What follows belongs to an exercise in optimizing a design on an open flow for small area, a short achievable clock period and few clock cycles per item; a production flow would make more cautious choices.
Only simulation tests tie the RTL to the original design; equivalence was not proved.
Power is estimated from default activity; no workload was simulated.

===== flow/config.mk =====
export PLATFORM = sky130hd
export DESIGN_NAME = md5Hasher
export DESIGN_NICKNAME = md5Hasher
export VERILOG_FILES = /design/flow/design.v
export SDC_FILE = /design/flow/constraint.sdc
export NUM_CORES = 4
export LEC_CHECK = 0
export CAP_MARGIN = 20
export CORE_MARGIN = 2
export CORE_UTILIZATION = 60
export PLACE_DENSITY = 0.7
export SETUP_SLACK_MARGIN = 4
export SLEW_MARGIN = 20

===== flow/constraint.sdc =====
create_clock -name core_clock -period 10.0 [get_ports {clk}]
set_input_delay 2.0000 -clock core_clock [delete_from_list [all_inputs] [get_ports {clk}]]
set_output_delay 2.0000 -clock core_clock [all_outputs]
set_load 0.01 [all_outputs]

===== flow/design.v =====
`timescale 1ns/1ps
`default_nettype none
package md5Pkg;
	typedef logic [31:0] md5Word;
	typedef logic [3:0] byteLen;
	typedef logic [6:0] cycIdx;
	typedef logic [7:0] apbAddr;
	localparam md5Word initA = 32'h67452301;
	localparam md5Word initB = 32'hefcdab89;
	localparam md5Word initC = 32'h98badcfe;
	localparam md5Word initD = 32'h10325476;
	localparam cycIdx lastCyc = 7'd66;
	localparam cycIdx idleCyc = 7'd68;
	localparam apbAddr guessAddr0 = 8'h00;
	localparam apbAddr lenAddr = 8'h10;
	localparam apbAddr ctrlAddr = 8'h14;
	localparam apbAddr digestAddr0 = 8'h20;
endpackage
`default_nettype wire
`timescale 1ns/1ps
`default_nettype none
module md5ApbRegs (
	input logic clk,
	input logic rst,
	input logic psel,
	input logic penable,
	input logic pwrite,
	input md5Pkg::apbAddr paddr,
	input md5Pkg::md5Word pwdata,
	output md5Pkg::md5Word prdata,
	output logic pready,
	output logic pslverr,
	output md5Pkg::md5Word guess0,
	output md5Pkg::md5Word guess1,
	output md5Pkg::md5Word guess2,
	output md5Pkg::md5Word guess3,
	output md5Pkg::byteLen guessLen,
	output logic [3:0] guessValid,
	output logic startReq,
	input logic busy,
	input logic done,
	output logic [1:0] digestIdx,
	input md5Pkg::md5Word digestWord
);
	md5Pkg::md5Word guessReg [4];
	md5Pkg::byteLen lenReg;
	logic [3:0] validReg;
	logic wrEn;
	logic aligned;
	logic guessHit;
	logic lenHit;
	logic ctrlHit;
	logic digestHit;
	logic mapped;
	md5Pkg::md5Word rdMux;
	assign wrEn = psel && penable && pwrite;
	assign aligned = paddr[1:0] == 2'b00;
	assign guessHit = aligned && (paddr[7:4] == md5Pkg::guessAddr0[7:4]);
	assign digestHit = aligned && (paddr[7:4] == md5Pkg::digestAddr0[7:4]);
	assign lenHit = paddr == md5Pkg::lenAddr;
	assign ctrlHit = paddr == md5Pkg::ctrlAddr;
	assign mapped = guessHit || digestHit || lenHit || ctrlHit;
	assign startReq = wrEn && ctrlHit && pwdata[0];
	always_ff @(posedge clk) begin
		if (wrEn && guessHit)
			guessReg[paddr[3:2]] <= pwdata;
	end
	always_ff @(posedge clk) begin
		if (rst) begin
			validReg <= '0;
			lenReg <= '0;
		end else if (wrEn) begin
			if (guessHit)
				validReg[paddr[3:2]] <= 1'b1;
			if (lenHit)
				lenReg <= pwdata[3:0];
		end
	end
	assign guess0 = guessReg[0];
	assign guess1 = guessReg[1];
	assign guess2 = guessReg[2];
	assign guess3 = guessReg[3];
	assign guessLen = lenReg;
	assign guessValid = validReg;
	always_comb begin
		rdMux = '0;
		if (guessHit)
			rdMux = validReg[paddr[3:2]] ? guessReg[paddr[3:2]] : '0;
		else if (lenHit)
			rdMux = {28'b0, lenReg};
		else if (ctrlHit)
			rdMux = {30'b0, done, busy};
		else if (digestHit)
			rdMux = digestWord;
	end
	assign digestIdx = paddr[3:2];
	assign pready = 1'b1;
	assign pslverr = psel && penable && !mapped;
	assign prdata = rdMux;
endmodule
`default_nettype wire
`timescale 1ns/1ps
`default_nettype none
module md5Control (
	input logic clk,
	input logic rst,
	input logic startReq,
	output logic busy,
	output logic done,
	output md5Pkg::cycIdx cyc,
	output logic isLoad,
	output logic isStep,
	output logic [1:0] rotCoarse,
	output logic [1:0] rotFine
);
	logic start;
	logic [1:0] fine;
	assign start = !busy && startReq;
	always_ff @(posedge clk) begin
		if (rst) begin
			busy <= 1'b0;
			done <= 1'b0;
			cyc <= md5Pkg::idleCyc;
		end else if (busy) begin
			if (cyc == md5Pkg::lastCyc) begin
				busy <= 1'b0;
				done <= 1'b1;
				cyc <= md5Pkg::idleCyc;
			end else begin
				cyc <= cyc + 7'd1;
			end
		end else if (start) begin
			busy <= 1'b1;
			done <= 1'b0;
			cyc <= '0;
		end else begin
			cyc <= {cyc[6:2], cyc[1:0] + 2'd1};
		end
	end
	always_comb begin
		case ({cyc[5:4], cyc[1:0]})
			4'd0: fine = 2'd3;
			4'd1: fine = 2'd3;
			4'd2: fine = 2'd3;
			4'd3: fine = 2'd2;
			4'd4: fine = 2'd1;
			4'd5: fine = 2'd0;
			4'd6: fine = 2'd0;
			4'd7: fine = 2'd0;
			4'd8: fine = 2'd0;
			4'd9: fine = 2'd2;
			4'd10: fine = 2'd2;
			4'd11: fine = 2'd3;
			4'd12: fine = 2'd2;
			4'd13: fine = 2'd1;
			4'd14: fine = 2'd1;
			default: fine = 2'd1;
		endcase
	end
	always_ff @(posedge clk) begin
		isLoad <= start && !rst;
		isStep <= busy && !rst && !cyc[6];
		rotCoarse <= cyc[1:0];
		rotFine <= fine;
	end
endmodule
`default_nettype wire
`timescale 1ns/1ps
`default_nettype none
module md5MessagePad (
	input logic clk,
	input md5Pkg::md5Word guess0,
	input md5Pkg::md5Word guess1,
	input md5Pkg::md5Word guess2,
	input md5Pkg::md5Word guess3,
	input md5Pkg::byteLen guessLen,
	input logic [3:0] guessValid,
	input logic isLoad,
	input md5Pkg::cycIdx cyc,
	output md5Pkg::md5Word msgWord
);
	logic [3:0][31:0] block;
	md5Pkg::byteLen blockLen;
	logic [3:0] blockValid;
	logic [4:0] msgSel;
	md5Pkg::md5Word srcWord;
	md5Pkg::byteLen srcLen;
	logic srcValid;
	md5Pkg::md5Word padWord;
	always_ff @(posedge clk) begin
		if (isLoad) begin
			block[0] <= guess0;
			block[1] <= guess1;
			block[2] <= guess2;
			block[3] <= guess3;
			blockLen <= guessLen;
			blockValid <= guessValid;
		end
	end
	always_comb begin
		msgSel = 5'd16;
		if (cyc < 7'd16)
			msgSel = {1'b0, cyc[3:0]};
		else if (cyc < 7'd32)
			msgSel = {1'b0, 4'(5 * cyc[3:0] + 4'd1)};
		else if (cyc < 7'd48)
			msgSel = {1'b0, 4'(3 * cyc[3:0] + 4'd5)};
		else if (cyc < 7'd64)
			msgSel = {1'b0, 4'(7 * cyc[3:0])};
	end
	always_comb begin
		if (isLoad) begin
			srcWord = guess0;
			srcLen = guessLen;
			srcValid = guessValid[0];
		end else begin
			srcWord = block[msgSel[1:0]];
			srcLen = blockLen;
			srcValid = blockValid[msgSel[1:0]];
		end
	end
	always_comb begin
		for (int j = 0; j < 4; j++) begin
			if (srcValid && ({msgSel[1:0], 2'(j)} < srcLen))
				padWord[8 * j +: 8] = srcWord[8 * j +: 8];
			else if ({msgSel[1:0], 2'(j)} == srcLen)
				padWord[8 * j +: 8] = 8'h80;
			else
				padWord[8 * j +: 8] = 8'h00;
		end
	end
	always_comb begin
		if (msgSel < 5'd4)
			msgWord = padWord;
		else if (msgSel == 5'd14)
			msgWord = {25'b0, blockLen, 3'b000};
		else
			msgWord = '0;
	end
endmodule
`default_nettype wire
`timescale 1ns/1ps
`default_nettype none
module md5RoundStep (
	input logic clk,
	input md5Pkg::cycIdx cyc,
	input logic isLoad,
	input logic isStep,
	input logic [1:0] rotCoarse,
	input logic [1:0] rotFine,
	input md5Pkg::md5Word msgWord,
	output md5Pkg::md5Word stateB,
	output md5Pkg::md5Word stateC,
	output md5Pkg::md5Word stateD,
	output md5Pkg::md5Word stateP
);
	md5Pkg::md5Word bReg;
	md5Pkg::md5Word cReg;
	md5Pkg::md5Word dReg;
	md5Pkg::md5Word pReg;
	md5Pkg::md5Word xReg;
	md5Pkg::md5Word yReg;
	md5Pkg::md5Word xNext;
	md5Pkg::md5Word yNext;
	md5Pkg::md5Word funcVal;
	md5Pkg::md5Word stepSum;
	md5Pkg::md5Word coarse;
	md5Pkg::md5Word rotated;
	md5Pkg::md5Word newB;
	md5Pkg::md5Word sineVal;
	md5Pkg::md5Word dOp;
	md5Pkg::md5Word nextP;
	always_comb begin
		case (cyc[5:4])
			2'd0: begin
				xNext = bReg;
				yNext = cReg;
			end
			2'd1: begin
				xNext = bReg | cReg;
				yNext = bReg & ~cReg;
			end
			2'd2: begin
				xNext = ~(bReg ^ cReg);
				yNext = bReg ^ cReg;
			end
			default: begin
				xNext = ~bReg;
				yNext = ~(bReg ^ cReg);
			end
		endcase
	end
	always_ff @(posedge clk) begin
		if (isLoad) begin
			xReg <= md5Pkg::initC;
			yReg <= md5Pkg::initD;
		end else begin
			xReg <= xNext;
			yReg <= yNext;
		end
	end
	assign funcVal = (bReg & xReg) | (~bReg & yReg);
	assign stepSum = funcVal + pReg;
	always_comb begin
		case (rotCoarse)
			2'd0: coarse = {stepSum[27:0], stepSum[31:28]};
			2'd1: coarse = {stepSum[22:0], stepSum[31:23]};
			2'd2: coarse = {stepSum[17:0], stepSum[31:18]};
			default: coarse = {stepSum[11:0], stepSum[31:12]};
		endcase
		case (rotFine)
			2'd0: rotated = coarse;
			2'd1: rotated = {coarse[30:0], coarse[31]};
			2'd2: rotated = {coarse[29:0], coarse[31:30]};
			default: rotated = {coarse[28:0], coarse[31:29]};
		endcase
	end
	assign newB = bReg + rotated;
	always_comb begin
		case (cyc)
			7'd0: sineVal = 32'h3eafc779;
			7'd1: sineVal = 32'he8c7b756;
			7'd2: sineVal = 32'h242070db;
			7'd3: sineVal = 32'hc1bdceee;
			7'd4: sineVal = 32'hf57c0faf;
			7'd5: sineVal = 32'h4787c62a;
			7'd6: sineVal = 32'ha8304613;
			7'd7: sineVal = 32'hfd469501;
			7'd8: sineVal = 32'h698098d8;
			7'd9: sineVal = 32'h8b44f7af;
			7'd10: sineVal = 32'hffff5bb1;
			7'd11: sineVal = 32'h895cd7be;
			7'd12: sineVal = 32'h6b901122;
			7'd13: sineVal = 32'hfd987193;
			7'd14: sineVal = 32'ha679438e;
			7'd15: sineVal = 32'h49b40821;
			7'd16: sineVal = 32'hf61e2562;
			7'd17: sineVal = 32'hc040b340;
			7'd18: sineVal = 32'h265e5a51;
			7'd19: sineVal = 32'he9b6c7aa;
			7'd20: sineVal = 32'hd62f105d;
			7'd21: sineVal = 32'h02441453;
			7'd22: sineVal = 32'hd8a1e681;
			7'd23: sineVal = 32'he7d3fbc8;
			7'd24: sineVal = 32'h21e1cde6;
			7'd25: sineVal = 32'hc33707d6;
			7'd26: sineVal = 32'hf4d50d87;
			7'd27: sineVal = 32'h455a14ed;
			7'd28: sineVal = 32'ha9e3e905;
			7'd29: sineVal = 32'hfcefa3f8;
			7'd30: sineVal = 32'h676f02d9;
			7'd31: sineVal = 32'h8d2a4c8a;
			7'd32: sineVal = 32'hfffa3942;
			7'd33: sineVal = 32'h8771f681;
			7'd34: sineVal = 32'h6d9d6122;
			7'd35: sineVal = 32'hfde5380c;
			7'd36: sineVal = 32'ha4beea44;
			7'd37: sineVal = 32'h4bdecfa9;
			7'd38: sineVal = 32'hf6bb4b60;
			7'd39: sineVal = 32'hbebfbc70;
			7'd40: sineVal = 32'h289b7ec6;
			7'd41: sineVal = 32'heaa127fa;
			7'd42: sineVal = 32'hd4ef3085;
			7'd43: sineVal = 32'h04881d05;
			7'd44: sineVal = 32'hd9d4d039;
			7'd45: sineVal = 32'he6db99e5;
			7'd46: sineVal = 32'h1fa27cf8;
			7'd47: sineVal = 32'hc4ac5665;
			7'd48: sineVal = 32'hf4292244;
			7'd49: sineVal = 32'h432aff97;
			7'd50: sineVal = 32'hab9423a7;
			7'd51: sineVal = 32'hfc93a039;
			7'd52: sineVal = 32'h655b59c3;
			7'd53: sineVal = 32'h8f0ccc92;
			7'd54: sineVal = 32'hffeff47d;
			7'd55: sineVal = 32'h85845dd1;
			7'd56: sineVal = 32'h6fa87e4f;
			7'd57: sineVal = 32'hfe2ce6e0;
			7'd58: sineVal = 32'ha3014314;
			7'd59: sineVal = 32'h4e0811a1;
			7'd60: sineVal = 32'hf7537e82;
			7'd61: sineVal = 32'hbd3af235;
			7'd62: sineVal = 32'h2ad7d2bb;
			7'd63: sineVal = 32'heb86d391;
			7'd64: sineVal = 32'h67452301;
			7'd65: sineVal = 32'h10325476;
			7'd66: sineVal = 32'h98badcfe;
			default: sineVal = '0;
		endcase
	end
	assign dOp = isLoad ? '0 : dReg;
	assign nextP = dOp + msgWord + sineVal;
	always_ff @(posedge clk) begin
		pReg <= nextP;
		if (isLoad) begin
			bReg <= md5Pkg::initB;
			cReg <= md5Pkg::initC;
			dReg <= md5Pkg::initD;
		end else begin
			bReg <= isStep ? newB : pReg;
			cReg <= (cyc == 7'd65) ? bReg + md5Pkg::initB : bReg;
			dReg <= cReg;
		end
	end
	assign stateB = bReg;
	assign stateC = cReg;
	assign stateD = dReg;
	assign stateP = pReg;
endmodule
`default_nettype wire
`timescale 1ns/1ps
`default_nettype none
module md5DigestAdd (
	input logic done,
	input logic [1:0] phase,
	input logic [1:0] wordIdx,
	input md5Pkg::md5Word stateB,
	input md5Pkg::md5Word stateC,
	input md5Pkg::md5Word stateD,
	input md5Pkg::md5Word stateP,
	output md5Pkg::md5Word digestWord
);
	logic [1:0] slot;
	assign slot = wordIdx + phase + 2'd1;
	always_comb begin
		case (slot)
			2'd0: digestWord = stateB;
			2'd1: digestWord = stateC;
			2'd2: digestWord = stateD;
			default: digestWord = stateP;
		endcase
		if (!done)
			digestWord = '0;
	end
endmodule
`default_nettype wire
`timescale 1ns/1ps
`default_nettype none
module md5Hasher (
	input logic clk,
	input logic rst,
	input logic psel,
	input logic penable,
	input logic pwrite,
	input md5Pkg::apbAddr paddr,
	input md5Pkg::md5Word pwdata,
	output md5Pkg::md5Word prdata,
	output logic pready,
	output logic pslverr
);
	md5Pkg::md5Word guess0;
	md5Pkg::md5Word guess1;
	md5Pkg::md5Word guess2;
	md5Pkg::md5Word guess3;
	md5Pkg::byteLen guessLen;
	logic [3:0] guessValid;
	logic startReq;
	logic busy;
	logic done;
	md5Pkg::cycIdx cyc;
	md5Pkg::md5Word msgWord;
	md5Pkg::md5Word stateB;
	md5Pkg::md5Word stateC;
	md5Pkg::md5Word stateD;
	md5Pkg::md5Word stateP;
	logic isLoad;
	logic isStep;
	logic [1:0] rotCoarse;
	logic [1:0] rotFine;
	logic [1:0] digestIdx;
	md5Pkg::md5Word digestWord;
	md5ApbRegs apbRegs (
		.clk(clk),
		.rst(rst),
		.psel(psel),
		.penable(penable),
		.pwrite(pwrite),
		.paddr(paddr),
		.pwdata(pwdata),
		.prdata(prdata),
		.pready(pready),
		.pslverr(pslverr),
		.guess0(guess0),
		.guess1(guess1),
		.guess2(guess2),
		.guess3(guess3),
		.guessLen(guessLen),
		.guessValid(guessValid),
		.startReq(startReq),
		.busy(busy),
		.done(done),
		.digestIdx(digestIdx),
		.digestWord(digestWord)
	);
	md5Control control (
		.clk(clk),
		.rst(rst),
		.startReq(startReq),
		.busy(busy),
		.done(done),
		.cyc(cyc),
		.isLoad(isLoad),
		.isStep(isStep),
		.rotCoarse(rotCoarse),
		.rotFine(rotFine)
	);
	md5MessagePad messagePad (
		.clk(clk),
		.guess0(guess0),
		.guess1(guess1),
		.guess2(guess2),
		.guess3(guess3),
		.guessLen(guessLen),
		.guessValid(guessValid),
		.isLoad(isLoad),
		.cyc(cyc),
		.msgWord(msgWord)
	);
	md5RoundStep roundStep (
		.clk(clk),
		.cyc(cyc),
		.isLoad(isLoad),
		.isStep(isStep),
		.rotCoarse(rotCoarse),
		.rotFine(rotFine),
		.msgWord(msgWord),
		.stateB(stateB),
		.stateC(stateC),
		.stateD(stateD),
		.stateP(stateP)
	);
	md5DigestAdd digestAdd (
		.done(done),
		.phase(cyc[1:0]),
		.wordIdx(digestIdx),
		.stateB(stateB),
		.stateC(stateC),
		.stateD(stateD),
		.stateP(stateP),
		.digestWord(digestWord)
	);
endmodule
`default_nettype wire

===== flow/run.sh =====
#!/bin/bash
# synth_recipe.tcl (not shown) runs the flow's synth.tcl, then flattens the netlist and writes it again
# the make line also repeats each setting of config.mk as NAME=value (left out here)
make -C /OpenROAD-flow-scripts/flow DESIGN_CONFIG=/design/flow/config.mk WORK_HOME=/design/flow/orfs CLKGATE_MAP_FILE= SYNTH_SCRIPT=/design/flow/synth_recipe.tcl finish

==> results of run 1 <==
[cells in the final DEF (no fill, tap or decap), types with 47 or more instances in the layout]
| master | synthesis | routed |
|---|---|---|
| o21ai_0 | 234 | 214 |
| o211ai_1 | 71 | 71 |
| inv_1 | 191 | 185 |
| a21o_1 | 48 | 47 |
| clkbuf_16 | 0 | 56 |
| nor3_1 | 64 | 60 |
| dfxtp_1 | 219 | 186 |
| mux2i_1 | 98 | 97 |
| xnor2_1 | 86 | 80 |
| nor2_1 | 235 | 219 |
| mux4_2 | 74 | 74 |
| nand2_1 | 490 | 483 |
| edfxtp_1 | 260 | 260 |
| nand3_1 | 84 | 83 |
| a21oi_1 | 189 | 165 |
| a211oi_1 | 81 | 69 |
| ha_1 | 191 | 159 |
| buf_4 | 3 | 148 |
[cell families after synthesis]
family          count (synthesis)  share of synthesized area, %
mux                           216                          9.87
other cells                     1                        0.0118
compound gates                931                          19.4
fa+ha+maj                     228                          9.83
buf+inv                       433                          5.25
xor+xnor                      110                          3.02
flops                         479                          38.3
simple gates                 1044                          14.4
[worst min-delay path by stage]
stage                                  startpoint               endpoint  cells past startpoint
final                     apbRegs.guessReg[3][11]  messagePad.block[107]                      0
after global routing      apbRegs.guessReg[3][11]  messagePad.block[107]                      0
after CTS                 apbRegs.guessReg[3][11]  messagePad.block[107]                      0
after floorplan                    control.cyc[1]   control.rotCoarse[1]                      0
after global placement     apbRegs.guessReg[2][1]   messagePad.block[65]                      0
after detailed placement   apbRegs.guessReg[2][7]   messagePad.block[71]                      0
[layout make-up]
class                   instances  area (µm²)
multi-input cells            2532       19200
fillers                      3709       14700
flip-flops and latches        479       12300
repair buffers                295        2930
clock buffers                  66        1370
well taps                     688         861
inverters                     197         821
clock inverters                27         353
repair inverters                1        8.76
diodes                          1        2.50
[metal layers]
| metal | up-vias | GRT usage (%) | part of all wire [%] |
|---|---|---|---|
| met3 | 451 | 8.37 | 10 |
| met4 | 4 | 21.1 | 6.4 |
| met5 | - | 0 | 0.019 |
| met1 | 14200 | 52.1 | 37 |
| li1 | 12700 | - | - |
| met2 | 1865 | 66.4 | 47 |
[critical path, delay by kind of cell (launching register included)]
family,cells,cell delay (ps)
adder cells (fa/ha/maj),3,900
XOR/XNOR,3,540
flip-flops,1,350
buffers and inverters,4,610
multiplexers,1,310
AND/OR/NAND/NOR,4,610
AO/OA/AOI/OAI,15,3140
[repair_timing]
action / 4_1_cts / 5_1_grt
setup endpoints to repair: 84 / 65
gates cloned: 7 / 6
pin swaps: 90 / 53
setup buffers: 95 / 66
resized for setup: 391 / 142
[power breakdown]
part / total, µW / internal, µW / switching [µW]
Combinational: 3380 / 1380 / 2000
Sequential: 2320 / 2210 / 118
Clock: 1950 / 1110 / 833
[registers in the layout, indices dropped and copies added, names as in the netlist]
| register | cells |
|---|---|
| roundStep.bReg | 32 |
| control.rotCoarse | 2 |
| roundStep.dReg | 32 |
| roundStep.pReg | 32 |
| control.busy | 1 |
| control.isStep | 1 |
| messagePad.blockValid | 4 |
| messagePad.blockLen | 4 |
| apbRegs.guessReg | 128 |
| control.rotFine | 2 |
| roundStep.cReg | 32 |
| apbRegs.lenReg | 4 |
| control.isLoad | 1 |
| apbRegs.validReg | 4 |
| roundStep.yReg | 32 |
| messagePad.block | 128 |
| control.done | 1 |
| control.cyc | 7 |
| roundStep.xReg | 32 |
[through the flow]
| step | util, % | total power (µW) | area (µm²) | instances | setup slack, ps |
|---|---|---|---|---|---|
| floorplan | - | 4250 | 32000 | 3442 | 3950 |
| global placement | 62.8 | 5040 | 33000 | 4018 | 2210 |
| detailed placement | 62.8 | 5080 | 33000 | 4018 | 2080 |
| CTS | 69.8 | 7340 | 36700 | 4213 | 3710 |
| global route | 72.1 | 7940 | 37900 | 4285 | 3260 |
| finish | 72.1 | 7650 | 37900 | 4286 | 3380 |
==> results.py, run 1 <==
metrics = {
    "status": {
        "status": "timing/DRC/antenna clean",
    },
    "synth": {
        "syn_inst": 3442,
        "syn-num-nets": 3715,
        "yosys.cell_count.top_type": "nand2_1",
        "synthTopCellsByArea": "edfxtp_1, dfxtp_1, ha_1",
        "syn_avg_cell_area_um2": 9.25,
        "netlist_area_mm2": 0.0319,
        "yosysSeqAreaShare_pct": 38.3,
        "synth_common_cells": "nand2_1, edfxtp_1, nor2_1",
        "synth_edf_count": 260,
        "async_reset_ff_share_pct": 0,
        "ys_ff_latch": 479,
        "synthFlopType": "edfxtp_1",
        "synth_top_area_share_pct": 24.5,
        "synth_largest_area_cell": "edfxtp_1",
        "ys.warnings.count": 5,
        "synth_cell_types": 93,
    },
    "critical_path": {
        "critPathKind": "flop to flop",
        "cp_slowest_cell": "a2111oi_4",
        "crit_end": "roundStep.bReg[31]",
        "startpoint_type": "flop",
        "critPathMaxFanout": 3,
        "rr_worst_depth": 30,
        "regToRegEndpoint": "roundStep.bReg[31]",
        "r2r-start": "roundStep.bReg[0]",
        "end_kind": "flop",
        "reg2reg_slack_ps": 3380,
        "arrival_ps": 7080,
        "slowest_delay_ps": 390,
        "required_ps": 10460,
        "critPathLaunch": "roundStep.bReg[0]",
    },
    "timing": {
        "grt_setup_unrepaired": "yes",
        "setup_viol": 0,
        "period_share_pct": 66.2,
        "fmax_mhz": 151,
        "worst_hold_slack_ps": 439,
        "setup-tns-final_ps": 0,
        "hold_viol_final": 0,
        "max-slew-margin-rel_pct": 30.2,
        "finClkSkew_ps": 35.9,
        "slew_violations": 0,
        "worst_pin_slew_ps": 1050,
        "fin_crit_ps": 6620,
    },
    "cts": {
        "cts-buffers-inserted": 51,
        "cts-root-buf": "clkbuf_16",
        "clock_path_buffers": 3,
        "hold_buffers": 0,
        "clkTransAtPathRegs_ps": 70,
        "cts_sinks": 479,
        "cts_max_level": 2,
        "cts_tree": "built",
        "clock_latency_ps": 630,
    },
    "drt": {
        "dr_total_vias": 29200,
        "routedWlPerCell_um": 27.3,
        "dr.pass1.iters": 7,
        "antenna_left": 0,
        "routed_wl_um": 117000,
        "via_per_inst": 6.82,
        "drc": 0,
        "drtIter0Drc": 3748,
    },
    "grt": {
        "grt_max_degree": 91,
        "track_usage_pct": 41.0,
        "grt_pass1_wl_um": 168000,
        "grt_pass1_vias": 27500,
        "antenna_found_initial": 4,
        "grt_overflow": 0,
    },
    "finish": {
        "area_growth_pct": 18.9,
        "finalNetCount": 3830,
        "drive_gt1_share_pct": 19.6,
    },
    "floorplanning": {
        "core-area_mm2": 0.0526,
        "io-pin-count": 79,
        "rows": 84,
        "die_h_um": 234,
        "start_util_pct": 60.6,
        "die_w_um": 234,
        "die_area_mm2": 0.0550,
    },
    "place": {
        "dp_hpwl_um": 77600,
        "gp_congestion": 1.07,
        "io_buffers": 77,
    },
    "job": {
        "maxCapViolCount": 0,
    },
    "power": {
        "p_per_area_mw_per_mm2": 202,
        "ir_worst_vdd_mv": 0.207,
        "p_leak_uw": 0.0149,
    },
    "worst_hold_path": {
        "hp-class": "flop to flop",
    },
}
Testbench counts, summed over its fixed seeds: cycles 30,032, items 384.
==> run 2, diff against run 1 <==
--- a/flow/config.mk
+++ b/flow/config.mk
@@ -9,5 +9,5 @@
 export CORE_MARGIN = 2
 export CORE_UTILIZATION = 60
 export PLACE_DENSITY = 0.7
-export SETUP_SLACK_MARGIN = 4
+export SETUP_SLACK_MARGIN = 5
 export SLEW_MARGIN = 20
==> run 2 against run 1 <==
Effect of this change: still clean on timing, DRC and antenna; sequential cell count did not move; hold slack improved by 1.3 ps; combinational power rose by 8.9%; total power rose by 5.1%; die area did not move; fmax rose by 4.5%; sequential share of layout area fell by 1.0 points; synthesized area did not move; core utilization rose by 2.4 points; worst setup slack improved by 290 ps; final cell count rose by 0.91%; largest cell class unchanged.
==> results.py, run 2 <==
metrics = {
    "critical_path": {
        "end_kind": "flop",
        "r2r-start": "roundStep.bReg[0]",
        "required_ps": 10520,
        "cp_slowest_cell": "mux2i_1",
        "slowest_delay_ps": 400,
        "reg2reg_slack_ps": 3670,
        "regToRegEndpoint": "roundStep.bReg[28]",
        "arrival_ps": 6850,
        "critPathKind": "flop to flop",
        "startpoint_type": "flop",
        "critPathMaxFanout": 4,
        "rr_worst_depth": 28,
    },
    "timing": {
        "slew_violations": 0,
        "fmax_mhz": 158,
        "worst_pin_slew_ps": 1230,
        "finClkSkew_ps": 23.4,
        "max-slew-margin-rel_pct": 17.4,
        "grt_setup_unrepaired": "yes",
        "setup_viol": 0,
        "fin_crit_ps": 6330,
        "hold_viol_final": 0,
        "setup-tns-final_ps": 0,
        "period_share_pct": 63.3,
    },
    "finish": {
        "fillers": 3389,
        "final_cell_mix": "nand2_1, edfxtp_1, nor2_1",
        "drive_gt1_share_pct": 23.4,
        "layout_commonest_cell": "nand2_1",
        "area_growth_pct": 22.8,
        "final_cell_area_mm2": 0.0391,
        "finalNetCount": 3866,
    },
    "cts": {
        "cts_tree": "built",
        "cts-root-buf": "clkbuf_16",
        "hold_buffers": 0,
        "cts-buffers-inserted": 50,
        "cts_sinks": 479,
        "clkTransAtPathRegs_ps": 70,
        "cts_max_level": 2,
        "clock_latency_ps": 620,
        "clock_path_buffers": 3,
    },
    "synth": {
        "synthTopCellsByArea": "edfxtp_1, dfxtp_1, ha_1",
        "yosys.cell_count.top_type": "nand2_1",
        "syn_avg_cell_area_um2": 9.25,
        "synth_top_area_share_pct": 24.5,
        "synth_common_cells": "nand2_1, edfxtp_1, nor2_1",
        "ys_ff_latch": 479,
        "ys.warnings.count": 5,
        "yosysSeqAreaShare_pct": 38.3,
        "netlist_area_mm2": 0.0319,
        "syn_inst": 3442,
        "syn-num-nets": 3715,
        "synth_cell_types": 93,
        "async_reset_ff_share_pct": 0,
        "synthFlopType": "edfxtp_1",
        "synth_largest_area_cell": "edfxtp_1",
        "synth_edf_count": 260,
    },
    "drt": {
        "dr.pass1.iters": 9,
        "routedWlPerCell_um": 28.7,
        "antenna_left": 0,
        "via_per_inst": 7.05,
        "drtIter0Drc": 4417,
        "routed_wl_um": 124000,
        "drc": 0,
        "dr_total_vias": 30500,
    },
    "place": {
        "dp_hpwl_um": 77900,
        "gp_congestion": 1.07,
        "place_area_mm2": 0.0335,
        "io_buffers": 77,
    },
    "floorplanning": {
        "core-area_mm2": 0.0526,
        "rows": 84,
        "io-pin-count": 79,
        "die_area_mm2": 0.0550,
        "die_h_um": 234,
        "die_w_um": 234,
        "start_util_pct": 60.6,
    },
    "grt": {
        "grt_max_degree": 92,
        "grt_pass1_wl_um": 176000,
        "track_usage_pct": 43.1,
        "antenna_found_initial": 4,
        "grt_overflow": 0,
        "grt_pass1_vias": 28200,
    },
    "worst_hold_path": {
        "hp-class": "flop to flop",
        "hold_end": "messagePad.block[116]",
        "hold_depth": 0,
        "hold_start": "apbRegs.guessReg[3][20]",
    },
    "power": {
        "p_per_area_mw_per_mm2": 205,
        "p_leak_uw": 0.0154,
        "ir_worst_vdd_mv": 0.172,
    },
    "status": {
        "status": "timing/DRC/antenna clean",
    },
    "job": {
        "maxCapViolCount": 0,
    },
}
==> run 2: cell counts after synthesis <==
Identical to the previous run, type by type.
==> run 2: cell families after synthesis <==
kind of cell / count (synthesis) / share of synthesized area, %
XOR/XNOR: 110 / 3.02
multiplexers: 216 / 9.87
other: 1 / 0.0118
AND/OR/NAND/NOR: 1044 / 14.4
buffers and inverters: 433 / 5.25
adder cells (fa/ha/maj): 228 / 9.83
flip-flops: 479 / 38.3
AO/OA/AOI/OAI: 931 / 19.4
==> run 2: through the flow <==
stage	util [%]	total power, µW	std cells	hold slack, ps	setup slack (ps)
after floorplan	-	4360	3442	414	4080
after detailed placement	63.7	5190	4016	429	2800
after global routing	74.5	8270	4324	451	3430
final	74.5	8040	4325	440	3670
after global placement	63.7	5150	4016	423	2830
after CTS	71.7	7550	4250	445	3750
==> run 2: layer usage <==
layer / GRT usage, % / vias up / wire, µm
met1: 56.5 / 14600 / 44600
met4: 22.4 / 0 / 9280
li1: - / 12800 / -
met5: 0 / - / 0
met2: 66.7 / 2422 / 54400
met3: 10.2 / 621 / 15900
==> run 2: worst max path at each step <==
| stage | end | start | slack, ps |
|---|---|---|---|
| 2_1_floorplan | prdata[2] | paddr[2] | 4080 |
| 6_report | roundStep.bReg[28] | roundStep.bReg[0] | 3670 |
| 4_1_cts | roundStep.bReg[31] | roundStep.bReg[0] | 3750 |
| 3_5_place_dp | prdata[3] | paddr[3] | 2800 |
| 5_1_grt | roundStep.bReg[28] | roundStep.bReg[0] | 3430 |
| 3_3_place_gp | prdata[3] | paddr[3] | 2830 |
==> run 2: area by class of cell <==
cell class	instances	area (µm²)	share of cell area (%)
multi-input combinational	2530	19900	50.8
sequential	479	12300	31.4
timing repair buffer	333	3450	8.81
clock buffer	64	1430	3.65
tap	688	861	2.20
inverter	197	825	2.11
clock inverter	30	367	0.937
timing repair inverter	2	17.5	0.0448
antenna	2	5.00	0.0128
==> run 2: power breakdown <==
group / internal [µW] / switching [µW] / total (µW)
registers: 2200 / 132 / 2340
clock network: 1170 / 846 / 2020
logic: 1530 / 2150 / 3680
==> run 2: worst max-delay path, delay by kind of cell, from the launching register on <==
kind / cells / cell delay (ps)
muxes: 4 / 1210
xor gates and xnor gates: 1 / 210
and+or+nand+nor: 3 / 330
adders and majority gates: 3 / 880
AOI/OAI and AO/OA: 15 / 2850
DFF: 1 / 350
buffers and inverters: 2 / 360
==> run 2: repair_timing <==
| action | in CTS | in global routing |
|---|---|---|
| cloned | 14 | 3 |
| pin swaps | 118 | 128 |
| gates resized for setup | 417 | 162 |
| endpoints found under the setup margin | 91 | 87 |
| setup buffers | 126 | 69 |
==> run 3, diff against run 2 <==
--- a/flow/design.v
+++ b/flow/design.v
@@ -10,7 +10,7 @@
 	localparam md5Word initC = 32'h98badcfe;
 	localparam md5Word initD = 32'h10325476;
 	localparam cycIdx lastCyc = 7'd66;
-	localparam cycIdx idleCyc = 7'd68;
+	localparam cycIdx idleCyc = 7'd71;
 	localparam apbAddr guessAddr0 = 8'h00;
 	localparam apbAddr lenAddr = 8'h10;
 	localparam apbAddr ctrlAddr = 8'h14;
@@ -53,6 +53,8 @@
 	logic digestHit;
 	logic mapped;
 	md5Pkg::md5Word rdMux;
+	md5Pkg::md5Word rdReg;
+	logic errReg;
 	assign wrEn = psel && penable && pwrite;
 	assign aligned = paddr[1:0] == 2'b00;
 	assign guessHit = aligned && (paddr[7:4] == md5Pkg::guessAddr0[7:4]);
@@ -94,9 +96,13 @@
 			rdMux = digestWord;
 	end
 	assign digestIdx = paddr[3:2];
+	always_ff @(posedge clk) begin
+		rdReg <= rdMux;
+		errReg <= !mapped;
+	end
 	assign pready = 1'b1;
-	assign pslverr = psel && penable && !mapped;
-	assign prdata = rdMux;
+	assign pslverr = errReg;
+	assign prdata = rdReg;
 endmodule
 `default_nettype wire
 `timescale 1ns/1ps
@@ -107,6 +113,8 @@
 	input logic startReq,
 	output logic busy,
 	output logic done,
+	output logic busyNext,
+	output logic doneNext,
 	output md5Pkg::cycIdx cyc,
 	output logic isLoad,
 	output logic isStep,
@@ -116,6 +124,14 @@
 	logic start;
 	logic [1:0] fine;
 	assign start = !busy && startReq;
+	always_comb begin
+		busyNext = busy ? (cyc != md5Pkg::lastCyc) : start;
+		doneNext = busy ? (cyc == md5Pkg::lastCyc) : (done && !start);
+		if (rst) begin
+			busyNext = 1'b0;
+			doneNext = 1'b0;
+		end
+	end
 	always_ff @(posedge clk) begin
 		if (rst) begin
 			busy <= 1'b0;
@@ -252,7 +268,8 @@
 	output md5Pkg::md5Word stateB,
 	output md5Pkg::md5Word stateC,
 	output md5Pkg::md5Word stateD,
-	output md5Pkg::md5Word stateP
+	output md5Pkg::md5Word stateP,
+	output md5Pkg::md5Word nextStateP
 );
 	md5Pkg::md5Word bReg;
 	md5Pkg::md5Word cReg;
@@ -406,30 +423,31 @@
 	assign stateC = cReg;
 	assign stateD = dReg;
 	assign stateP = pReg;
+	assign nextStateP = nextP;
 endmodule
 `default_nettype wire
 `timescale 1ns/1ps
 `default_nettype none
 module md5DigestAdd (
-	input logic done,
+	input logic doneNext,
 	input logic [1:0] phase,
 	input logic [1:0] wordIdx,
 	input md5Pkg::md5Word stateB,
 	input md5Pkg::md5Word stateC,
-	input md5Pkg::md5Word stateD,
+	input md5Pkg::md5Word nextStateP,
 	input md5Pkg::md5Word stateP,
 	output md5Pkg::md5Word digestWord
 );
 	logic [1:0] slot;
-	assign slot = wordIdx + phase + 2'd1;
+	assign slot = wordIdx + phase + 2'd2;
 	always_comb begin
 		case (slot)
 			2'd0: digestWord = stateB;
 			2'd1: digestWord = stateC;
-			2'd2: digestWord = stateD;
+			2'd2: digestWord = nextStateP;
 			default: digestWord = stateP;
 		endcase
-		if (!done)
+		if (!doneNext)
 			digestWord = '0;
 	end
 endmodule
@@ -457,6 +475,9 @@
 	logic startReq;
 	logic busy;
 	logic done;
+	logic busyNext;
+	logic doneNext;
+	md5Pkg::md5Word nextStateP;
 	md5Pkg::cycIdx cyc;
 	md5Pkg::md5Word msgWord;
 	md5Pkg::md5Word stateB;
@@ -487,8 +508,8 @@
 		.guessLen(guessLen),
 		.guessValid(guessValid),
 		.startReq(startReq),
-		.busy(busy),
-		.done(done),
+		.busy(busyNext),
+		.done(doneNext),
 		.digestIdx(digestIdx),
 		.digestWord(digestWord)
 	);
@@ -498,6 +519,8 @@
 		.startReq(startReq),
 		.busy(busy),
 		.done(done),
+		.busyNext(busyNext),
+		.doneNext(doneNext),
 		.cyc(cyc),
 		.isLoad(isLoad),
 		.isStep(isStep),
@@ -527,15 +550,16 @@
 		.stateB(stateB),
 		.stateC(stateC),
 		.stateD(stateD),
-		.stateP(stateP)
+		.stateP(stateP),
+		.nextStateP(nextStateP)
 	);
 	md5DigestAdd digestAdd (
-		.done(done),
+		.doneNext(doneNext),
 		.phase(cyc[1:0]),
 		.wordIdx(digestIdx),
 		.stateB(stateB),
 		.stateC(stateC),
-		.stateD(stateD),
+		.nextStateP(nextStateP),
 		.stateP(stateP),
 		.digestWord(digestWord)
 	);
--- a/flow/config.mk
+++ b/flow/config.mk
@@ -9,5 +9,5 @@
 export CORE_MARGIN = 2
 export CORE_UTILIZATION = 60
 export PLACE_DENSITY = 0.7
-export SETUP_SLACK_MARGIN = 5
+export SETUP_SLACK_MARGIN = 4
 export SLEW_MARGIN = 20
==> run 3 against run 2 <==
Effect of this change: hold slack better by 4.5 ps; critical path type unchanged; critical path depth down 5; sequential share of layout area is 2.2 points higher; sequential cell count rose by 33; sequential power down 4%; first-iteration DRC count down 5.9%; fmax fell by 1.7%; highest routed layer is now met5; clock skew rose by 39 ps; final area down 1.5%; still clean.
==> results.py, run 3 <==
metrics = {
    "finish": {
        "area_growth_pct": 17.9,
        "seqCellArea_mm2": 0.0130,
        "drive_gt1_share_pct": 19.6,
        "fin_cells": 4326,
        "finalNetCount": 3856,
        "layout_commonest_cell": "nand2_1",
        "fillers": 3622,
        "multi_input_area_mm2": 0.0199,
        "final_cell_mix": "nand2_1, nor2_1, edfxtp_1",
    },
    "place": {
        "pre_cts_slack_ps": 2460,
        "placed_cells": 4074,
        "io_buffers": 77,
        "dp_hpwl_um": 79000,
        "gp_congestion": 0.981,
    },
    "synth": {
        "async_reset_ff_share_pct": 0,
        "synth_xor_area_share_pct": 2.96,
        "synth_largest_area_cell": "edfxtp_1",
        "synthMuxAreaShare_pct": 9.78,
        "synthAdderAreaFrac_pct": 9.51,
        "synth_compound_area_share_pct": 18.9,
        "netlist_area_mm2": 0.0327,
        "synthFlopType": "edfxtp_1",
        "syn_inst": 3503,
        "yosys.area_share.simple_pct": 14.8,
        "synth_cell_types": 86,
        "synth_common_cells": "nand2_1, nor2_1, a21oi_1",
        "syn-num-nets": 3775,
        "yosys.cell_count.top_type": "nand2_1",
        "synthTopCellsByArea": "edfxtp_1, dfxtp_1, ha_1",
        "ys.warnings.count": 5,
        "synth_top_area_share_pct": 23.9,
        "syn_avg_cell_area_um2": 9.33,
        "synth_edf_count": 260,
        "synth_top_family_by_area": "compound AO/OA/AOI/OAI gates",
        "ys_ff_latch": 512,
        "yosysSeqAreaShare_pct": 39.3,
    },
    "status": {
        "status": "timing/DRC/antenna clean",
    },
    "drt": {
        "via_per_inst": 6.91,
        "dr_total_vias": 29900,
        "routed_wl_um": 119000,
        "dr.pass1.iters": 9,
        "drc": 0,
        "drtIter0Drc": 4157,
        "routedWlPerCell_um": 27.5,
        "antenna_left": 0,
    },
    "critical_path": {
        "required_ps": 10490,
        "critPathKind": "flop to flop",
        "end_kind": "flop",
        "arrival_ps": 6940,
        "startpoint_type": "flop",
        "critPathMaxFanout": 9,
    },
    "timing": {
        "final.setup.worst_slack_ps": 3560,
        "max-slew-margin-rel_pct": 31.2,
        "worst_hold_slack_ps": 445,
        "fin_crit_ps": 6440,
        "hold_viol_final": 0,
        "grt_setup_unrepaired": "yes",
        "finClkSkew_ps": 62.9,
        "slew_violations": 0,
        "setup-tns-final_ps": 0,
        "period_share_pct": 64.4,
        "fmax_mhz": 155,
        "worst_pin_slew_ps": 1030,
        "setup_viol": 0,
    },
    "cts": {
        "cts-buffers-inserted": 53,
        "cts_sinks": 512,
        "hold_buffers": 0,
        "clock_latency_ps": 630,
        "cts_tree": "built",
        "clock_path_buffers": 3,
        "clkTransAtPathRegs_ps": 60,
        "cts-root-buf": "clkbuf_16",
        "cts_max_level": 2,
    },
    "grt": {
        "grt_overflow": 0,
        "grt_pass1_wl_um": 173000,
        "grt_max_degree": 112,
        "antenna_found_initial": 3,
        "grt_pass1_vias": 28000,
        "track_usage_pct": 40.5,
    },
    "floorplanning": {
        "start_util_pct": 60.8,
        "rows": 85,
        "die_h_um": 237,
        "die_w_um": 237,
        "core-area_mm2": 0.0538,
        "io-pin-count": 79,
        "die_area_mm2": 0.0564,
    },
    "power": {
        "ir_worst_vdd_mv": 0.205,
        "p_per_area_mw_per_mm2": 143,
        "p_leak_uw": 0.0150,
    },
    "worst_hold_path": {
        "hp-class": "flop to flop",
    },
    "job": {
        "maxCapViolCount": 0,
    },
}
-- run 3: cell families (layout without fill, tap and decap cells) --
| family | Yosys count | count (layout) |
|---|---|---|
| AND/OR/NAND/NOR | 1078 | 1078 |
| AO/OA/AOI/OAI | 950 | 950 |
| flip-flops | 512 | 512 |
| buffers and inverters | 409 | 534 |
| adder cells (fa/ha/maj) | 227 | 227 |
| multiplexers | 217 | 217 |
| XOR/XNOR | 109 | 109 |
| other | 1 | 3 |
-- run 3: repair_timing --
action	in CTS	in global routing
gates cloned	2	0
resized for setup	229	128
endpoints found under the setup margin	77	49
buffers inserted	103	45
pin swaps	108	95
-- run 3: worst max-delay path: stages (launching register included) --
cell and delay, ps:
dfxtp_4 360, buf_12 130, inv_16 40, ha_4 300
clkinv_1 510, nand2_1 340, a31oi_1 180, o22ai_1 420
a211oi_1 150, o21ai_1 490, fa_1 520, inv_1 70
ha_1 250, or2_2 350, a21oi_4 240, nand2b_2 220
nor3_2 60, and3_4 200, o31ai_4 250, a21oi_2 120
nor2_2 170, xnor2_2 100, mux4_2 580, a22o_1 250
-- run 3: final cells by class --
cell class,count,share of cell area (%)
repair buffers,271,6.26
clock buffers,77,3.97
inverters,163,1.66
flip-flops and latches,512,33.6
repair inverters,1,0.0162
multi-input cells,2582,51.6
well taps,696,2.26
clock inverters,22,0.604
diodes,2,0.0130
-- run 3: power breakdown --
part | switching [µW] | internal, µW | leakage, µW
Combinational | 742 | 520 | 0.00966
Sequential | 31.4 | 2220 | 0.00444
Clock | 874 | 1150 | 0.000846
Total | 1650 | 3880 | 0.0150
-- run 3: layer usage --
layer / wire [µm] / share of wire (%) / GRT usage [%]
met5: 13 / 0.011 / 0
met4: 5580 / 4.7 / 15.1
met3: 14600 / 12 / 9.89
met2: 51900 / 44 / 61.7
met1: 46800 / 39 / 56.1
-- run 3: path summary, 6_finish.rpt --
path	start	endpoint	slack (ps)	cells after the start
setup / recovery	control.cyc[1]	apbRegs.rdReg[29]	3560	23
hold / removal	apbRegs.guessReg[3][7]	messagePad.block[103]	440	0
setup reg to reg	control.cyc[1]	apbRegs.rdReg[29]	3560	23
hold reg to reg	apbRegs.guessReg[3][7]	messagePad.block[103]	440	0
-- run 3: stage by stage --
stage,instance area (µm²),utilization [%],total power (µW)
finish,38500,71.6,5530
CTS,37500,69.8,5360
global placement,33900,63.1,3220
global route,38500,71.6,5670
floorplan,32900,-,2940
detailed placement,33900,63.1,3240
Testbench counts of run 3, summed over its fixed seeds: cycles 30,032, items 384.
==> run 4, diff against run 3 <==
--- a/flow/config.mk
+++ b/flow/config.mk
@@ -8,6 +8,7 @@
 export CAP_MARGIN = 20
 export CORE_MARGIN = 2
 export CORE_UTILIZATION = 60
+export CTS_BUF_LIST = sky130_fd_sc_hd__clkbuf_4 sky130_fd_sc_hd__clkbuf_8
 export PLACE_DENSITY = 0.7
 export SETUP_SLACK_MARGIN = 4
 export SLEW_MARGIN = 20
==> run 4 against run 3 <==
Effect of this change: critical endpoint is now roundStep.bReg[31]; largest power group unchanged; register-to-register slack got worse by 50 ps; non-clock buffer count decreased by 13; highest routed layer unchanged; sequential power about the same.
==> results.py, run 4 <==
metrics = {
    "critical_path": {
        "regToRegEndpoint": "roundStep.bReg[31]",
        "crit_buf_inv": 1,
        "cp_slowest_cell": "xnor2_1",
        "startpoint_type": "flop",
        "cp_cell_sequence": "mux2_2, ha_4, nand4_1, or3_1, o211a_1, o21ai_4, o21ai_4, buf_4, xnor2_1, a21oi_1, a32oi_2, mux2i_4, a21oi_2, ha_1, a21oi_1, o2111ai_4, a21oi_4, o21ai_4, a311oi_4, o31ai_4, a31o_2, or4_1, nand4_1, nor2_1",
        "required_ps": 10580,
        "slowest_delay_ps": 540,
        "critPathMaxFanout": 8,
        "r2r-start": "roundStep.bReg[10]",
        "crit_family": "compound AO/OA/AOI/OAI gates",
        "reg2reg_slack_ps": 3510,
        "rr_worst_depth": 24,
        "cpMostUsedCell": "o21ai_4",
        "end_kind": "flop",
        "arrival_ps": 7070,
        "critPathKind": "flop to flop",
    },
    "power": {
        "p_per_area_mw_per_mm2": 142,
        "p_leak_uw": 0.0150,
        "seqPwrFrac_pct": 41.1,
        "switching_share_pct": 30.9,
        "p_sw_uw": 1690,
        "p_clk_share_pct": 36.8,
        "ir_worst_vdd_mv": 0.241,
        "power.share.combinational_pct": 22.1,
        "p_int_uw": 3780,
    },
    "grt": {
        "grt_pass1_vias": 28000,
        "track_usage_pct": 40.3,
        "grt_pass1_wl_um": 172000,
        "antenna_found_initial": 5,
        "grt_overflow": 0,
        "grt_max_degree": 112,
    },
    "timing": {
        "max-slew-margin-rel_pct": 33.0,
        "hold_viol_final": 0,
        "worst_pin_slew_ps": 1000,
        "final.setup.worst_slack_ps": 3510,
        "fmax_mhz": 154,
        "setup-tns-final_ps": 0,
        "period_share_pct": 64.9,
        "grt_setup_unrepaired": "yes",
        "finClkSkew_ps": 47.3,
        "setup_viol": 0,
        "slew_violations": 0,
        "fin_crit_ps": 6490,
    },
    "synth": {
        "synth_top_area_share_pct": 23.9,
        "synthTopCellsByArea": "edfxtp_1, dfxtp_1, ha_1",
        "yosysSeqAreaShare_pct": 39.3,
        "synthFlopType": "edfxtp_1",
        "synth_cell_types": 86,
        "syn_inst": 3503,
        "synth_largest_area_cell": "edfxtp_1",
        "synth_edf_count": 260,
        "ys_ff_latch": 512,
        "async_reset_ff_share_pct": 0,
        "netlist_area_mm2": 0.0327,
        "syn_avg_cell_area_um2": 9.33,
        "synth_common_cells": "nand2_1, nor2_1, a21oi_1",
        "syn-num-nets": 3775,
        "ys.warnings.count": 5,
        "yosys.cell_count.top_type": "nand2_1",
    },
    "place": {
        "placed_cells": 4074,
        "dp_hpwl_um": 79000,
        "gp_congestion": 0.981,
        "pre_cts_slack_ps": 2460,
        "io_buffers": 77,
    },
    "finish": {
        "final_cell_mix": "nand2_1, nor2_1, edfxtp_1",
        "post-route-util_pct": 71.4,
        "drive_gt1_share_pct": 20.5,
        "layout_commonest_cell": "nand2_1",
        "fin_cells": 4368,
        "area_growth_pct": 17.5,
        "finalNetCount": 3874,
    },
    "floorplanning": {
        "io-pin-count": 79,
        "die_h_um": 237,
        "core-area_mm2": 0.0538,
        "start_util_pct": 60.8,
        "die_w_um": 237,
        "rows": 85,
        "die_area_mm2": 0.0564,
    },
    "cts": {
        "clkTransAtPathRegs_ps": 80,
        "cts_sinks": 512,
        "clock_path_buffers": 3,
        "cts_max_level": 3,
        "cts-buffers-inserted": 84,
        "cts_tree": "built",
        "cts-root-buf": "clkbuf_8",
        "clock_latency_ps": 720,
        "hold_buffers": 0,
    },
    "worst_hold_path": {
        "hold_depth": 0,
        "hp-class": "flop to flop",
        "hold_start": "apbRegs.guessReg[2][20]",
        "hold_end": "messagePad.block[84]",
    },
    "status": {
        "status": "timing/DRC/antenna clean",
    },
    "drt": {
        "dr.pass1.iters": 6,
        "routedWlPerCell_um": 26.9,
        "drc": 0,
        "routed_wl_um": 118000,
        "dr_total_vias": 29800,
        "drtIter0Drc": 3896,
        "antenna_left": 0,
        "via_per_inst": 6.83,
    },
    "job": {
        "maxCapViolCount": 0,
    },
}
-- run 4: cell counts after synthesis --
No cell type changed its count.
-- run 4: cell families after synthesis --
group,Yosys count,synth area share [%]
compound gates,950,18.9
xor+xnor,109,2.96
fa+ha+maj,227,9.51
buf+inv,409,4.73
flops,512,39.3
mux,217,9.78
other cells,1,0.0115
simple gates,1078,14.8
-- run 4: layout make-up --
class	instances	area (µm²)
diodes	2	5.00
repair buffers	258	2320
inverters	163	644
well taps	696	871
clock buffers	120	1500
flip-flops and latches	512	13000
clock inverters	34	339
multi-input cells	2582	19700
fillers	3670	15400
repair inverters	1	6.26
-- run 4: power by group through the flow --
stage / Sequential (µW) / Combinational (µW) / Clock (µW)
final: 2250 / 1210 / 2010
after global routing: 2250 / 1260 / 2110
after CTS: 2250 / 1060 / 2020
after detailed placement: 2300 / 935 / 0
after global placement: 2300 / 919 / 0
after floorplan: 2280 / 662 / 0
-- run 4: what timing repair did --
action	in CTS	in global routing
pin swaps	89	64
gates cloned	2	0
endpoints found under the setup margin	78	45
gates resized for setup	217	125
setup buffers	87	49
-- run 4: worst max-delay path by stage --
stage / depth (start not counted) / end / from / slack [ps]
finish: 24 / roundStep.bReg[31] / roundStep.bReg[10] / 3510
global route: 24 / roundStep.bReg[31] / roundStep.bReg[10] / 3440
CTS: 29 / apbRegs.rdReg[17] / control.cyc[1] / 3730
detailed placement: 29 / apbRegs.rdReg[17] / control.cyc[1] / 2460
global placement: 28 / apbRegs.rdReg[22] / control.cyc[1] / 2620
floorplan: 25 / apbRegs.rdReg[17] / control.isLoad / 3650
-- run 4: metal layers --
layer	wire length [µm]	up-vias	GRT usage, %
met1	46100	14500	55.2
met3	14400	422	11.0
li1	-	12900	-
met5	48	-	0
met4	5750	6	15.7
met2	51300	2002	61.2
-- run 4: through the flow --
step | cell area, µm² | total power, µW | hold slack [ps]
6_report | 38400 | 5470 | 436
5_1_grt | 38400 | 5620 | 448
4_1_cts | 37500 | 5320 | 442
3_5_place_dp | 33900 | 3240 | 428
3_3_place_gp | 33900 | 3220 | 422
2_1_floorplan | 32900 | 2940 | 407
==> run 5, diff against run 4 <==
--- a/flow/design.v
+++ b/flow/design.v
@@ -9,8 +9,8 @@
 	localparam md5Word initB = 32'hefcdab89;
 	localparam md5Word initC = 32'h98badcfe;
 	localparam md5Word initD = 32'h10325476;
-	localparam cycIdx lastCyc = 7'd66;
-	localparam cycIdx idleCyc = 7'd71;
+	localparam cycIdx lastCyc = 7'd67;
+	localparam cycIdx idleCyc = 7'd68;
 	localparam apbAddr guessAddr0 = 8'h00;
 	localparam apbAddr lenAddr = 8'h10;
 	localparam apbAddr ctrlAddr = 8'h14;
@@ -113,25 +113,16 @@
 	input logic startReq,
 	output logic busy,
 	output logic done,
-	output logic busyNext,
-	output logic doneNext,
 	output md5Pkg::cycIdx cyc,
 	output logic isLoad,
 	output logic isStep,
+	output logic [3:0] roundSel,
 	output logic [1:0] rotCoarse,
 	output logic [1:0] rotFine
 );
 	logic start;
 	logic [1:0] fine;
 	assign start = !busy && startReq;
-	always_comb begin
-		busyNext = busy ? (cyc != md5Pkg::lastCyc) : start;
-		doneNext = busy ? (cyc == md5Pkg::lastCyc) : (done && !start);
-		if (rst) begin
-			busyNext = 1'b0;
-			doneNext = 1'b0;
-		end
-	end
 	always_ff @(posedge clk) begin
 		if (rst) begin
 			busy <= 1'b0;
@@ -141,10 +132,8 @@
 			if (cyc == md5Pkg::lastCyc) begin
 				busy <= 1'b0;
 				done <= 1'b1;
-				cyc <= md5Pkg::idleCyc;
-			end else begin
-				cyc <= cyc + 7'd1;
 			end
+			cyc <= cyc + 7'd1;
 		end else if (start) begin
 			busy <= 1'b1;
 			done <= 1'b0;
@@ -176,6 +165,7 @@
 	always_ff @(posedge clk) begin
 		isLoad <= start && !rst;
 		isStep <= busy && !rst && !cyc[6];
+		roundSel <= 4'b0001 << cyc[5:4];
 		rotCoarse <= cyc[1:0];
 		rotFine <= fine;
 	end
@@ -262,23 +252,19 @@
 	input md5Pkg::cycIdx cyc,
 	input logic isLoad,
 	input logic isStep,
+	input logic [3:0] roundSel,
 	input logic [1:0] rotCoarse,
 	input logic [1:0] rotFine,
 	input md5Pkg::md5Word msgWord,
 	output md5Pkg::md5Word stateB,
 	output md5Pkg::md5Word stateC,
 	output md5Pkg::md5Word stateD,
-	output md5Pkg::md5Word stateP,
-	output md5Pkg::md5Word nextStateP
+	output md5Pkg::md5Word stateP
 );
 	md5Pkg::md5Word bReg;
 	md5Pkg::md5Word cReg;
 	md5Pkg::md5Word dReg;
 	md5Pkg::md5Word pReg;
-	md5Pkg::md5Word xReg;
-	md5Pkg::md5Word yReg;
-	md5Pkg::md5Word xNext;
-	md5Pkg::md5Word yNext;
 	md5Pkg::md5Word funcVal;
 	md5Pkg::md5Word stepSum;
 	md5Pkg::md5Word coarse;
@@ -287,36 +273,10 @@
 	md5Pkg::md5Word sineVal;
 	md5Pkg::md5Word dOp;
 	md5Pkg::md5Word nextP;
-	always_comb begin
-		case (cyc[5:4])
-			2'd0: begin
-				xNext = bReg;
-				yNext = cReg;
-			end
-			2'd1: begin
-				xNext = bReg | cReg;
-				yNext = bReg & ~cReg;
-			end
-			2'd2: begin
-				xNext = ~(bReg ^ cReg);
-				yNext = bReg ^ cReg;
-			end
-			default: begin
-				xNext = ~bReg;
-				yNext = ~(bReg ^ cReg);
-			end
-		endcase
-	end
-	always_ff @(posedge clk) begin
-		if (isLoad) begin
-			xReg <= md5Pkg::initC;
-			yReg <= md5Pkg::initD;
-		end else begin
-			xReg <= xNext;
-			yReg <= yNext;
-		end
-	end
-	assign funcVal = (bReg & xReg) | (~bReg & yReg);
+	assign funcVal = ({32{roundSel[0]}} & ((bReg & cReg) | (~bReg & dReg)))
+		| ({32{roundSel[1]}} & ((bReg & dReg) | (cReg & ~dReg)))
+		| ({32{roundSel[2]}} & (bReg ^ cReg ^ dReg))
+		| ({32{roundSel[3]}} & (cReg ^ (bReg | ~dReg)));
 	assign stepSum = funcVal + pReg;
 	always_comb begin
 		case (rotCoarse)
@@ -402,6 +362,7 @@
 			7'd64: sineVal = 32'h67452301;
 			7'd65: sineVal = 32'h10325476;
 			7'd66: sineVal = 32'h98badcfe;
+			7'd67: sineVal = 32'hefcdab89;
 			default: sineVal = '0;
 		endcase
 	end
@@ -415,7 +376,7 @@
 			dReg <= md5Pkg::initD;
 		end else begin
 			bReg <= isStep ? newB : pReg;
-			cReg <= (cyc == 7'd65) ? bReg + md5Pkg::initB : bReg;
+			cReg <= bReg;
 			dReg <= cReg;
 		end
 	end
@@ -423,18 +384,17 @@
 	assign stateC = cReg;
 	assign stateD = dReg;
 	assign stateP = pReg;
-	assign nextStateP = nextP;
 endmodule
 `default_nettype wire
 `timescale 1ns/1ps
 `default_nettype none
 module md5DigestAdd (
-	input logic doneNext,
+	input logic done,
 	input logic [1:0] phase,
 	input logic [1:0] wordIdx,
 	input md5Pkg::md5Word stateB,
 	input md5Pkg::md5Word stateC,
-	input md5Pkg::md5Word nextStateP,
+	input md5Pkg::md5Word stateD,
 	input md5Pkg::md5Word stateP,
 	output md5Pkg::md5Word digestWord
 );
@@ -444,10 +404,10 @@
 		case (slot)
 			2'd0: digestWord = stateB;
 			2'd1: digestWord = stateC;
-			2'd2: digestWord = nextStateP;
+			2'd2: digestWord = stateD;
 			default: digestWord = stateP;
 		endcase
-		if (!doneNext)
+		if (!done)
 			digestWord = '0;
 	end
 endmodule
@@ -475,9 +435,6 @@
 	logic startReq;
 	logic busy;
 	logic done;
-	logic busyNext;
-	logic doneNext;
-	md5Pkg::md5Word nextStateP;
 	md5Pkg::cycIdx cyc;
 	md5Pkg::md5Word msgWord;
 	md5Pkg::md5Word stateB;
@@ -486,6 +443,7 @@
 	md5Pkg::md5Word stateP;
 	logic isLoad;
 	logic isStep;
+	logic [3:0] roundSel;
 	logic [1:0] rotCoarse;
 	logic [1:0] rotFine;
 	logic [1:0] digestIdx;
@@ -508,8 +466,8 @@
 		.guessLen(guessLen),
 		.guessValid(guessValid),
 		.startReq(startReq),
-		.busy(busyNext),
-		.done(doneNext),
+		.busy(busy),
+		.done(done),
 		.digestIdx(digestIdx),
 		.digestWord(digestWord)
 	);
@@ -519,11 +477,10 @@
 		.startReq(startReq),
 		.busy(busy),
 		.done(done),
-		.busyNext(busyNext),
-		.doneNext(doneNext),
 		.cyc(cyc),
 		.isLoad(isLoad),
 		.isStep(isStep),
+		.roundSel(roundSel),
 		.rotCoarse(rotCoarse),
 		.rotFine(rotFine)
 	);
@@ -544,22 +501,22 @@
 		.cyc(cyc),
 		.isLoad(isLoad),
 		.isStep(isStep),
+		.roundSel(roundSel),
 		.rotCoarse(rotCoarse),
 		.rotFine(rotFine),
 		.msgWord(msgWord),
 		.stateB(stateB),
 		.stateC(stateC),
 		.stateD(stateD),
-		.stateP(stateP),
-		.nextStateP(nextStateP)
+		.stateP(stateP)
 	);
 	md5DigestAdd digestAdd (
-		.doneNext(doneNext),
+		.done(done),
 		.phase(cyc[1:0]),
 		.wordIdx(digestIdx),
 		.stateB(stateB),
 		.stateC(stateC),
-		.nextStateP(nextStateP),
+		.stateD(stateD),
 		.stateP(stateP),
 		.digestWord(digestWord)
 	);
--- a/flow/config.mk
+++ b/flow/config.mk
@@ -8,7 +8,8 @@
 export CAP_MARGIN = 20
 export CORE_MARGIN = 2
 export CORE_UTILIZATION = 60
-export CTS_BUF_LIST = sky130_fd_sc_hd__clkbuf_4 sky130_fd_sc_hd__clkbuf_8
+export CTS_CLUSTER_DIAMETER = 120
+export CTS_CLUSTER_SIZE = 22
 export PLACE_DENSITY = 0.7
 export SETUP_SLACK_MARGIN = 4
 export SLEW_MARGIN = 20
==> run 5 against run 4 <==
Effect of this change: still clean; largest cell class unchanged; highest routed layer unchanged; final cell count fell by 12%; critical endpoint is now roundStep.bReg[23]; worst setup slack got worse by 600 ps; register-to-register slack got worse by 600 ps.
==> results.py, run 5 <==
metrics = {
    "finish": {
        "multi_input_area_mm2": 0.0182,
        "final_cell_mix": "nand2_1, edfxtp_1, nor2_1",
        "area_growth_pct": 15.2,
        "layout_commonest_cell": "nand2_1",
        "seqCellArea_mm2": 0.0117,
        "drive_gt1_share_pct": 19.2,
        "fin_cells": 3834,
        "finalNetCount": 3364,
        "fillers": 3416,
    },
    "cts": {
        "clock_latency_ps": 610,
        "cts_max_level": 1,
        "cts_sinks": 452,
        "clkTransAtPathRegs_ps": 110,
        "clock_path_buffers": 3,
        "hold_buffers": 0,
        "cts-buffers-inserted": 25,
        "cts_tree": "built",
        "cts-root-buf": "clkbuf_16",
    },
    "critical_path": {
        "cp_slowest_cell": "a221oi_4",
        "startpoint_type": "flop",
        "r2r-start": "control.roundSel[3]",
        "critPathKind": "flop to flop",
        "end_kind": "flop",
        "critPathLaunch": "control.roundSel[3]",
        "critPathMaxFanout": 7,
        "required_ps": 10540,
        "crit_buf_inv": 5,
        "arrival_ps": 7630,
        "slowest_delay_ps": 630,
        "crit_family": "compound AO/OA/AOI/OAI gates",
    },
    "power": {
        "p_per_area_mw_per_mm2": 217,
        "p_leak_uw": 0.0128,
        "ir_worst_vdd_mv": 0.200,
    },
    "place": {
        "placed_cells": 3658,
        "dp_hpwl_um": 75800,
        "gp_congestion": 1.06,
        "io_buffers": 77,
    },
    "floorplanning": {
        "die_area_mm2": 0.0515,
        "die_h_um": 227,
        "start_util_pct": 60.9,
        "core-area_mm2": 0.0490,
        "rows": 81,
        "die_w_um": 227,
        "io-pin-count": 79,
    },
    "timing": {
        "fin_crit_ps": 7090,
        "finClkSkew_ps": 28.2,
        "grt_setup_unrepaired": "yes",
        "period_share_pct": 70.9,
        "slew_violations": 0,
        "hold_viol_final": 0,
        "worst_pin_slew_ps": 1030,
        "setup_viol": 0,
        "max-slew-margin-rel_pct": 31.6,
        "fmax_mhz": 141,
        "setup-tns-final_ps": 0,
    },
    "synth": {
        "synth_largest_area_cell": "edfxtp_1",
        "synthTopCellsByArea": "edfxtp_1, dfxtp_1, mux4_2",
        "netlist_area_mm2": 0.0298,
        "ys.warnings.count": 5,
        "syn_inst": 3096,
        "synth_top_area_share_pct": 26.2,
        "yosys.cell_count.top_type": "nand2_1",
        "yosysSeqAreaShare_pct": 39.1,
        "synth_common_cells": "nand2_1, edfxtp_1, nor2_1",
        "synthFlopType": "edfxtp_1",
        "async_reset_ff_share_pct": 0,
        "syn-num-nets": 3306,
        "synth_edf_count": 260,
        "syn_avg_cell_area_um2": 9.62,
        "ys_ff_latch": 452,
        "synth_cell_types": 92,
    },
    "status": {
        "status": "timing/DRC/antenna clean",
    },
    "worst_hold_path": {
        "hold_start": "apbRegs.guessReg[3][0]",
        "hp-class": "flop to flop",
    },
    "drt": {
        "routed_wl_um": 113000,
        "dr_total_vias": 27600,
        "antenna_left": 0,
        "routedWlPerCell_um": 29.4,
        "drtIter0Drc": 4088,
        "dr.pass1.iters": 8,
        "drc": 0,
        "via_per_inst": 7.20,
    },
    "grt": {
        "grt_pass1_wl_um": 162000,
        "grt_overflow": 0,
        "grt_max_degree": 84,
        "track_usage_pct": 42.3,
        "grt_pass1_vias": 26000,
        "antenna_found_initial": 2,
    },
    "job": {
        "maxCapViolCount": 0,
    },
}
run 5: cell types whose count changed after synthesis, sizes merged, moves of 34 or more:
cell and delta:
a21oi -89, ha -63, nor2 -124, nand2b -38
mux2i -54, mux2 -34, a31oi +55, a211oi -66
dfxtp -60, xnor2 +41, o21ai -38, mux4 +42
run 5: repair_timing:
item                                    in CTS  in global routing
hold endpoints to repair                     0                  0
gates resized for setup                    189                157
pin swaps                                   60                 75
endpoints found under the setup margin      59                 38
gates cloned                                 5                  2
buffers inserted                            72                 54
run 5: cells by family (layout without fill, tap and decap cells):
kind of cell,count (synthesis),after routing,share of synthesized area (%)
AND/OR/NAND/NOR,958,960,14.7
AO/OA/AOI/OAI,824,825,18.4
flip-flops,452,452,39.1
buffers and inverters,379,449,4.84
multiplexers,171,171,10.8
adder cells (fa/ha/maj),165,165,7.86
XOR/XNOR,146,146,4.29
other,1,2,0.0126
run 5: metrics by stage:
stage / setup slack [ps] / instance area, µm² / util [%] / hold WS, ps / power, µW
floorplan: 3980 / 30100 / - / 407 / 4490
global placement: 2030 / 31000 / 63.4 / 423 / 5340
detailed placement: 1900 / 31100 / 63.4 / 430 / 5400
finish: 2910 / 34300 / 70.1 / 439 / 7450
CTS: 3380 / 33200 / 67.8 / 441 / 6840
global route: 2830 / 34300 / 70.1 / 457 / 7700
run 5: routing by layer:
layer  share of wire (%)  up-vias  global-route usage (%)
li1                    -    11600                       -
met1                  34    13200                    52.1
met2                  46     2234                    68.9
met3                  12      638                    9.14
met4                 8.1        4                    24.4
met5               0.025        -                       0
run 5: path summary, 6_finish.rpt:
| path | end | slack, ps | cells past startpoint |
|---|---|---|---|
| min | messagePad.block[96] | 440 | 0 |
| max | roundStep.bReg[23] | 2910 | 30 |
| min reg2reg | messagePad.block[96] | 440 | 0 |
| max reg2reg | roundStep.bReg[23] | 2910 | 30 |
run 5: final cells by class:
class                   count  area share, %
flip-flops and latches    452           34.1
clock inverters             3          0.164
repair buffers            245           6.52
diodes                      1        0.00729
inverters                 160           1.90
clock buffers              39           1.98
well taps                 664           2.42
repair inverters            2         0.0510
multi-input cells        2268           52.9
run 5: worst register-to-register path: cells and delay by family (launching register included):
family	cells	cell delay, ps
adders and majority gates	2	810
muxes	1	290
and+or+nand+nor	7	1340
AOI/OAI and AO/OA	15	3420
DFF	1	370
buffers and inverters	5	800
run 5: power breakdown:
part	internal, µW	switching (µW)
Combinational	1730	2350
Sequential	2050	198
Clock	482	631
Total	4270	3180
Testbench counts of run 5, summed over its fixed seeds: cycles 30,800, items 384.

==> port drivers added, routing unchanged <==
No port has a modelled driver above. Below, the same layouts with a new extraction and two added sets of constraints. Step 1 assumes that a clkbuf_16 drives the clock port and a buf_2 every other input. Step 2 times the ports against the registers' clock, not the clock port: input delays grow and output delays shrink by t, the midpoint of the rising clock arrivals with the driver on. Three values: ideal, step 1, step 2; two values: the first two.
| run | shift t [ns] | setup slack, ns | worst register clock-pin slew, ns |
|---|---|---|---|
| run 1 | 0.678 | 3.384 / 3.384 / 3.384 | 0.07 / 0.07 |
| run 2 | 0.669 | 3.670 / 3.670 / 3.670 | 0.07 / 0.07 |
| run 3 | 0.664 | 3.558 / 3.558 / 3.558 | 0.08 / 0.08 |
| run 4 | 0.752 | 3.510 / 3.510 / 3.510 | 0.08 / 0.08 |
| run 5 | 0.659 | 2.910 / 2.910 / 2.910 | 0.11 / 0.11 |
After both steps every run listed still meets setup and hold.
